Context: an optimization exercise on an open-source flow, tuned for small area and a short achievable clock period. The choices shown serve that exercise and are no tape-out recipe.
Only the layout flow was run in this run; the RTL was not checked for function there.
Power is estimated from default activity; no workload was simulated.

## flow/config.mk

```make
export PLATFORM = sky130hd
export DESIGN_NAME = id_stage
export DESIGN_NICKNAME = id_stage
export VERILOG_FILES = /design/flow/design.v
export SDC_FILE = /design/flow/constraint.sdc
export NUM_CORES = 4
export LEC_CHECK = 0
export CAP_MARGIN = 20
export CORE_MARGIN = 2
export CORE_UTILIZATION = 40
export SETUP_SLACK_MARGIN = 2.5
export SLEW_MARGIN = 20
```

## flow/run.sh

```bash
#!/bin/bash
# synth_recipe.tcl (not shown) runs the flow's synth.tcl, then flattens the netlist and writes it again
# the make line also repeats each setting of config.mk as NAME=value (left out here)
make -C /OpenROAD-flow-scripts/flow DESIGN_CONFIG=/design/flow/config.mk WORK_HOME=/design/flow/orfs CLKGATE_MAP_FILE= SYNTH_SCRIPT=/design/flow/synth_recipe.tcl finish
```

## flow/design.v

```verilog
module id_stage #(
   parameter logic [31:0] NOP_WORD = 32'h0000_0000
) (
   input  logic        clk,
   input  logic        rst,
   input  logic [31:0] if_instruction,
   input  logic [31:0] if_pc,
   input  logic        freeze,
   input  logic        wb_en,
   input  logic [4:0]  wb_dest,
   input  logic [31:0] wb_value,
   output logic        branch_taken,
   output logic [31:0] branch_address,
   output logic [3:0]  ex_cmd,
   output logic [31:0] ex_val1,
   output logic [31:0] ex_val2,
   output logic [31:0] ex_st_val,
   output logic [4:0]  ex_dest,
   output logic        ex_wb_en,
   output logic        ex_mem_r_en,
   output logic        ex_mem_w_en,
   output logic [31:0] ex_pc
);
   localparam logic [5:0] OP_ADD  = 6'b000001, OP_SUB  = 6'b000011, OP_AND  = 6'b000101,
                          OP_OR   = 6'b000110, OP_NOR  = 6'b000111, OP_XOR  = 6'b001000,
                          OP_SLA  = 6'b001001, OP_SLL  = 6'b001010, OP_SRA  = 6'b001011,
                          OP_SRL  = 6'b001100, OP_ADDI = 6'b100000, OP_SUBI = 6'b100001,
                          OP_LD   = 6'b100100, OP_ST   = 6'b100101, OP_BEZ  = 6'b101000,
                          OP_BNE  = 6'b101001, OP_JMP  = 6'b101010;
   localparam logic [3:0] CMD_ADD = 4'b0000, CMD_SUB = 4'b0010, CMD_AND = 4'b0100,
                          CMD_OR  = 4'b0101, CMD_NOR = 4'b0110, CMD_XOR = 4'b0111,
                          CMD_SLA = 4'b1000, CMD_SLL = 4'b1001, CMD_SRA = 4'b1010,
                          CMD_SRL = 4'b1011;
   logic [31:1][31:0] rf;
   for (genvar i = 1; i < 32; i++) begin : g_rf
      always_ff @(posedge clk)
         if (wb_en && wb_dest == 5'(i))
            rf[i] <= wb_value;
   end
   function automatic logic [31:0] rf_read(input logic [4:0] idx);
      rf_read = 32'd0;
      for (int i = 1; i < 32; i++)
         rf_read = rf_read | ({32{idx == 5'(i)}} & rf[i]);
   endfunction
   logic [31:0] ir;
   logic [31:0] pc_id;
   logic        valid;
   logic [31:0] a_q, b_q;       
   logic [5:0]  op;
   logic [4:0]  rs, rt, rd;
   logic [31:0] imm_sext;
   assign op       = ir[31:26];
   assign rs       = ir[25:21];
   assign rt       = ir[20:16];
   assign rd       = ir[15:11];
   assign imm_sext = {{16{ir[15]}}, ir[15:0]};
   logic        hit_a, hit_b;
   logic [31:0] rs_val, rt_val;
   assign hit_a  = wb_en && wb_dest == rs && rs != 5'd0;
   assign hit_b  = wb_en && wb_dest == rt && rt != 5'd0;
   assign rs_val = hit_a ? wb_value : a_q;
   assign rt_val = hit_b ? wb_value : b_q;
   logic [4:0]  nrs, nrt;
   logic        nhit_a, nhit_b;
   assign nrs    = if_instruction[25:21];
   assign nrt    = if_instruction[20:16];
   assign nhit_a = wb_en && wb_dest == nrs && nrs != 5'd0;
   assign nhit_b = wb_en && wb_dest == nrt && nrt != 5'd0;
   logic [3:0]  d_cmd;
   logic [4:0]  d_dest;
   logic        d_wb, d_mr, d_mw, use_imm;
   logic        is_bez, is_bne, is_jmp, is_br;
   always_comb begin
      d_cmd   = CMD_ADD;
      d_dest  = 5'd0;
      d_wb    = 1'b0;
      d_mr    = 1'b0;
      d_mw    = 1'b0;
      use_imm = 1'b0;
      case (op)
         OP_ADD:  begin d_cmd = CMD_ADD; d_dest = rd; d_wb = 1'b1; end
         OP_SUB:  begin d_cmd = CMD_SUB; d_dest = rd; d_wb = 1'b1; end
         OP_AND:  begin d_cmd = CMD_AND; d_dest = rd; d_wb = 1'b1; end
         OP_OR:   begin d_cmd = CMD_OR;  d_dest = rd; d_wb = 1'b1; end
         OP_NOR:  begin d_cmd = CMD_NOR; d_dest = rd; d_wb = 1'b1; end
         OP_XOR:  begin d_cmd = CMD_XOR; d_dest = rd; d_wb = 1'b1; end
         OP_SLA:  begin d_cmd = CMD_SLA; d_dest = rd; d_wb = 1'b1; end
         OP_SLL:  begin d_cmd = CMD_SLL; d_dest = rd; d_wb = 1'b1; end
         OP_SRA:  begin d_cmd = CMD_SRA; d_dest = rd; d_wb = 1'b1; end
         OP_SRL:  begin d_cmd = CMD_SRL; d_dest = rd; d_wb = 1'b1; end
         OP_ADDI: begin d_cmd = CMD_ADD; d_dest = rt; d_wb = 1'b1; use_imm = 1'b1; end
         OP_SUBI: begin d_cmd = CMD_SUB; d_dest = rt; d_wb = 1'b1; use_imm = 1'b1; end
         OP_LD:   begin d_cmd = CMD_ADD; d_dest = rt; d_wb = 1'b1; d_mr = 1'b1; use_imm = 1'b1; end
         OP_ST:   begin d_cmd = CMD_ADD; d_mw = 1'b1; use_imm = 1'b1; end
         default: ;
      endcase
      if (d_dest == 5'd0)
         d_wb = 1'b0;
   end
   assign is_bez = valid && op == OP_BEZ;
   assign is_bne = valid && op == OP_BNE;
   assign is_jmp = valid && op == OP_JMP;
   assign is_br  = is_bez | is_bne | is_jmp;
   logic a_zero, a_ne_b;
   always_comb begin
      a_zero = hit_a ? (wb_value == 32'd0) : (a_q == 32'd0);
      if (hit_a && hit_b)
         a_ne_b = 1'b0;                        
      else if (hit_a)
         a_ne_b = wb_value != b_q;
      else if (hit_b)
         a_ne_b = a_q != wb_value;
      else
         a_ne_b = a_q != b_q;
   end
   logic [31:0] target;
   logic [30:0] tsum;
   assign tsum   = {pc_id[31:2], 1'b1} + {imm_sext[29:0], 1'b1};
   assign target = {tsum[30:1], pc_id[1:0]};
   assign branch_taken   = ~freeze & ~rst & (is_jmp | (is_bez & a_zero) | (is_bne & a_ne_b));
   assign branch_address = is_br ? target : 32'd0;
   always_ff @(posedge clk) begin
      if (!freeze) begin
         ir    <= if_instruction;
         pc_id <= if_pc;
         a_q   <= nhit_a ? wb_value : rf_read(nrs);
         b_q   <= nhit_b ? wb_value : rf_read(nrt);
      end else begin
         a_q   <= rs_val;
         b_q   <= rt_val;
      end
      if (rst || branch_taken)
         valid <= 1'b0;
      else if (!freeze)
         valid <= 1'b1;
   end
   always_ff @(posedge clk) begin
      if (rst || (!freeze && (is_br || !valid))) begin
         ex_cmd      <= 4'd0;
         ex_val1     <= 32'd0;
         ex_val2     <= 32'd0;
         ex_st_val   <= 32'd0;
         ex_dest     <= 5'd0;
         ex_wb_en    <= 1'b0;
         ex_mem_r_en <= 1'b0;
         ex_mem_w_en <= 1'b0;
         ex_pc       <= 32'd0;
      end else if (!freeze) begin
         ex_cmd      <= d_cmd;
         ex_val1     <= rs_val;
         ex_val2     <= use_imm ? imm_sext : rt_val;
         ex_st_val   <= rt_val;
         ex_dest     <= d_dest;
         ex_wb_en    <= d_wb;
         ex_mem_r_en <= d_mr;
         ex_mem_w_en <= d_mw;
         ex_pc       <= pc_id;
      end
   end
endmodule
```

## flow/constraint.sdc

```tcl
create_clock -name core_clock -period 6.5 [get_ports {clk}]
set_input_delay 1.3000 -clock core_clock [delete_from_list [all_inputs] [get_ports {clk}]]
set_output_delay 1.3000 -clock core_clock [all_outputs]
set_load 0.01 [all_outputs]
```

==> run summary <==
Setup crit start kind=primary input; top area cells in the synthesized netlist=edfxtp_1 58%, a22oi_1 12%, dfxtp_1 7.5%; crit path max fanout=3; path type of the worst min-delay path=reg -> reg; final setup fails=0; Max-Cap Viols=0; initial antenna violation count=20; gr ovfl total=0; Peak VDD IR=0.2061 mV; CTS tree=built; placed cells=6,390; die area=139,500 um^2; Worst Slack Setup Final=1.504 ns; CP Depth=12; hold buffers post-CTS=0; Final Hold Viols=0; Main synth FF type=edfxtp_1; crit share post-route=76.87%; GRT Total Usage=39.58%; DR WL/cell=42.17 um; P&R area growth vs syn=24.12%; Crit-path slowest cell=o31ai_2; row count=135; worst slack at placement=0.3178 ns; fin. max-slew vios=0; status=timing/DRC/antenna clean; critical path class=in -> out; Fmax=200.1 MHz; # H-tree levels=4; Gate Count Post-Synth=4,413; top-count cell post-synth=edfxtp_1; Die Wd=373.4 um; Routed WL=285,900 um; yosys synthesis warning count=1; worst skew pair latency=0.82 ns; Detailed Routing Iterations Pass 1=13; IO Pins=278; share of cells above drive strength 1=17.27%; CTS Buffer Depth=3; Critical Path End Type=output port; largest net degree at the start of global routing=114; Starting Density=40.30%; leakage=0.02319 uW; fin crit period=4.996 ns; DRC viols=0; critical path required time=5.20 ns; skew final=0.04654 ns; PortBufs=277; PwrDens=284.6 nW/um^2; core box area=135,500 um^2; Synth top cells by count=1,056 x edfxtp_1, 906 x a22oi_1, 408 x nand2_1; Final ANT Viol Nets=0; Final Wtd Congestion=1.071; number of global-route vias before repair=45,147; worst path bufs/invs=4; Worst-path clk slew=0.06 ns; Total Nets Final=5,010; #FFs+latches synth=1,261; synthesized cell area=54,590 um^2; Post-synth ARST share=0%; Min-Delay Path Depth=2; Worst Tran Pin Value=1.204 ns; Layout Cells excl Fill=6,779; Mean Syn Cell Area=12.37 um^2; Die Y=373.4 um; Worst R2R Path Depth=10; setup tns final=0 ns; final core occ=50.02%; number of library cell types mapped by synthesis=65; critical-path cell list=dlygate4sd2_1 > buf_6 > nor2_4 > a21oi_4 > buf_4 > o31ai_2 > o22ai_2 > o22a_1 > nand4_1 > o311ai_4 > a211oi_4 > buf_2; vias per inst=7.231; TritonCTS sink count=1,261; number of synthesized flops with an enable pin=1,056; register area share after synthesis=65.60%; initial drt markers=12,221; Num CTS Buffers=135; Yosys top cell by area=edfxtp_1; RSZ-0062 raised after global routing=yes; max_slew headroom=17.47%; CTS Root Cell=clkbuf_16; Worst Path Arrival=3.70 ns; hpwl dp=177,100 um; DR vias=49,018; Yosys top cell area share=58.09%; global-route wire length before repair=381,100 um; cell family with most CP delay=compound AO/OA/AOI/OAI gates; syn nets=4,548; CP max stage delay=0.41 ns
==> power by group <==
part           total [uW]  switching (uW)  internal, uW
Clock                7830            3410          4420
Combinational        2220            1460           758
Sequential           9230             238          8990
==> cell type report <==
type | instances | area (um^2)
well taps | 1781 | 2228
inverters | 35 | 136.4
flip-flops and latches | 1261 | 35810
multi-input cells | 2787 | 18860
diodes | 12 | 30.03
fillers | 11647 | 67710
repair buffers | 655 | 6238
clock inverters | 72 | 752.0
clock buffers | 176 | 3700
==> worst reg2reg max path: cells and delay by family (launching register included) <==
kind	cells	cell delay, ns
AOI/OAI and AO/OA	4	1.48
buffers and inverters	3	0.61
DFF	1	0.39
and+or+nand+nor	3	0.68
==> layout by cell type, fill, tap and decap left out, types with 55 or more instances in the layout <==
master,instances
a222oi_1,66
clkbuf_16,139
a22oi_1,905
xor2_1,69
nor2_1,237
clkdlybuf4s50_1,209
dfxtp_1,205
edfxtp_1,1056
nor4_1,69
nand2_1,403
nand3_1,140
nor2_4,90
nand4_1,81
buf_4,307
mux2i_1,55
o21ai_0,125
nor3_1,60
a21oi_1,128
==> sequential cells by signal, summed over array words and instances (netlist names) <==
register	flops
b_q	32
ir	32
ex_val1	32
valid	1
ex_mem_w_en	1
ex_dest	5
ex_mem_r_en	1
rf	992
pc_id	32
ex_pc	32
ex_val2	32
ex_cmd	4
ex_wb_en	1
a_q	32
ex_st_val	32
==> stage by stage <==
| step | area, um^2 | power [uW] | hold slack [ns] |
|---|---|---|---|
| 2_1_floorplan | 54670 | 10220 | 0.4700 |
| 3_3_place_gp | 61240 | 11310 | 0.4515 |
| 3_5_place_dp | 61270 | 11320 | 0.4552 |
| 4_1_cts | 66510 | 19090 | 0.4628 |
| 5_1_grt | 67730 | 19690 | 0.4757 |
| 6_report | 67760 | 19280 | 0.4592 |
==> worst paths after layout <==
path | from | endpoint | slack [ns]
setup / recovery | wb_dest[4] | branch_taken | 1.50
hold / removal | ex_val1[31] | ex_val1[31] | 0.46
setup reg to reg | ir[19] | ex_val2[5] | 3.18
hold reg to reg | ex_val1[31] | ex_val1[31] | 0.46
==> kinds of logic (layout without fill, tap and decap cells) <==
group | after synthesis | after routing | share of synthesized area (%)
DFF | 1261 | 1261 | 65.60
xor gates and xnor gates | 97 | 97 | 1.556
buffers and inverters | 365 | 938 | 2.544
other | 0 | 12 | 0
muxes | 79 | 79 | 1.492
and+or+nand+nor | 1183 | 1183 | 9.789
AOI/OAI and AO/OA | 1398 | 1398 | 18.31
adders and majority gates | 30 | 30 | 0.7013
==> layer usage <==
| layer | track usage, % | part of all wire, % |
|---|---|---|
| met1 | 48.92 | 34 |
| met2 | 54.25 | 39 |
| met3 | 19.70 | 18 |
| met4 | 25.84 | 8.9 |
| met5 | 0.5489 | 0.079 |
==> timing repair <==
action | in CTS | in global routing
pin swaps | 75 | 78
gates cloned | 2 | 1
gates resized for setup | 302 | 80
setup endpoints to repair | 40 | 74
setup buffers | 37 | 87

## separate check: timing with driven ports
How much do the figures lean on ideal ports? The routed layout below was timed once more, with nothing changed but the port constraints. Step 1, drivers: a clkbuf_16 drives clk and a buf_2 each remaining input, both assumed. Step 2 moves the port delays by t, midway between the first and last clock arrival at a register: inputs arrive t later, outputs are due t later. That takes back most of the time a late clock gives input paths. Three values: ideal, step 1, step 2; two values: the first two.
shift t [ns]: 0.871
setup WS [ns]: 1.504 / 1.449 / 1.449
hold WS [ns]: 0.459 / 0.459 / 0.459
clock arrival spread, ns: 0.054 / 0.053
worst data-port slew with drivers (ns): 0.16
After both steps this run still meets setup and hold. The setup slack of this run moves by -0.055 ns with the drivers and by -0.055 ns with both steps.
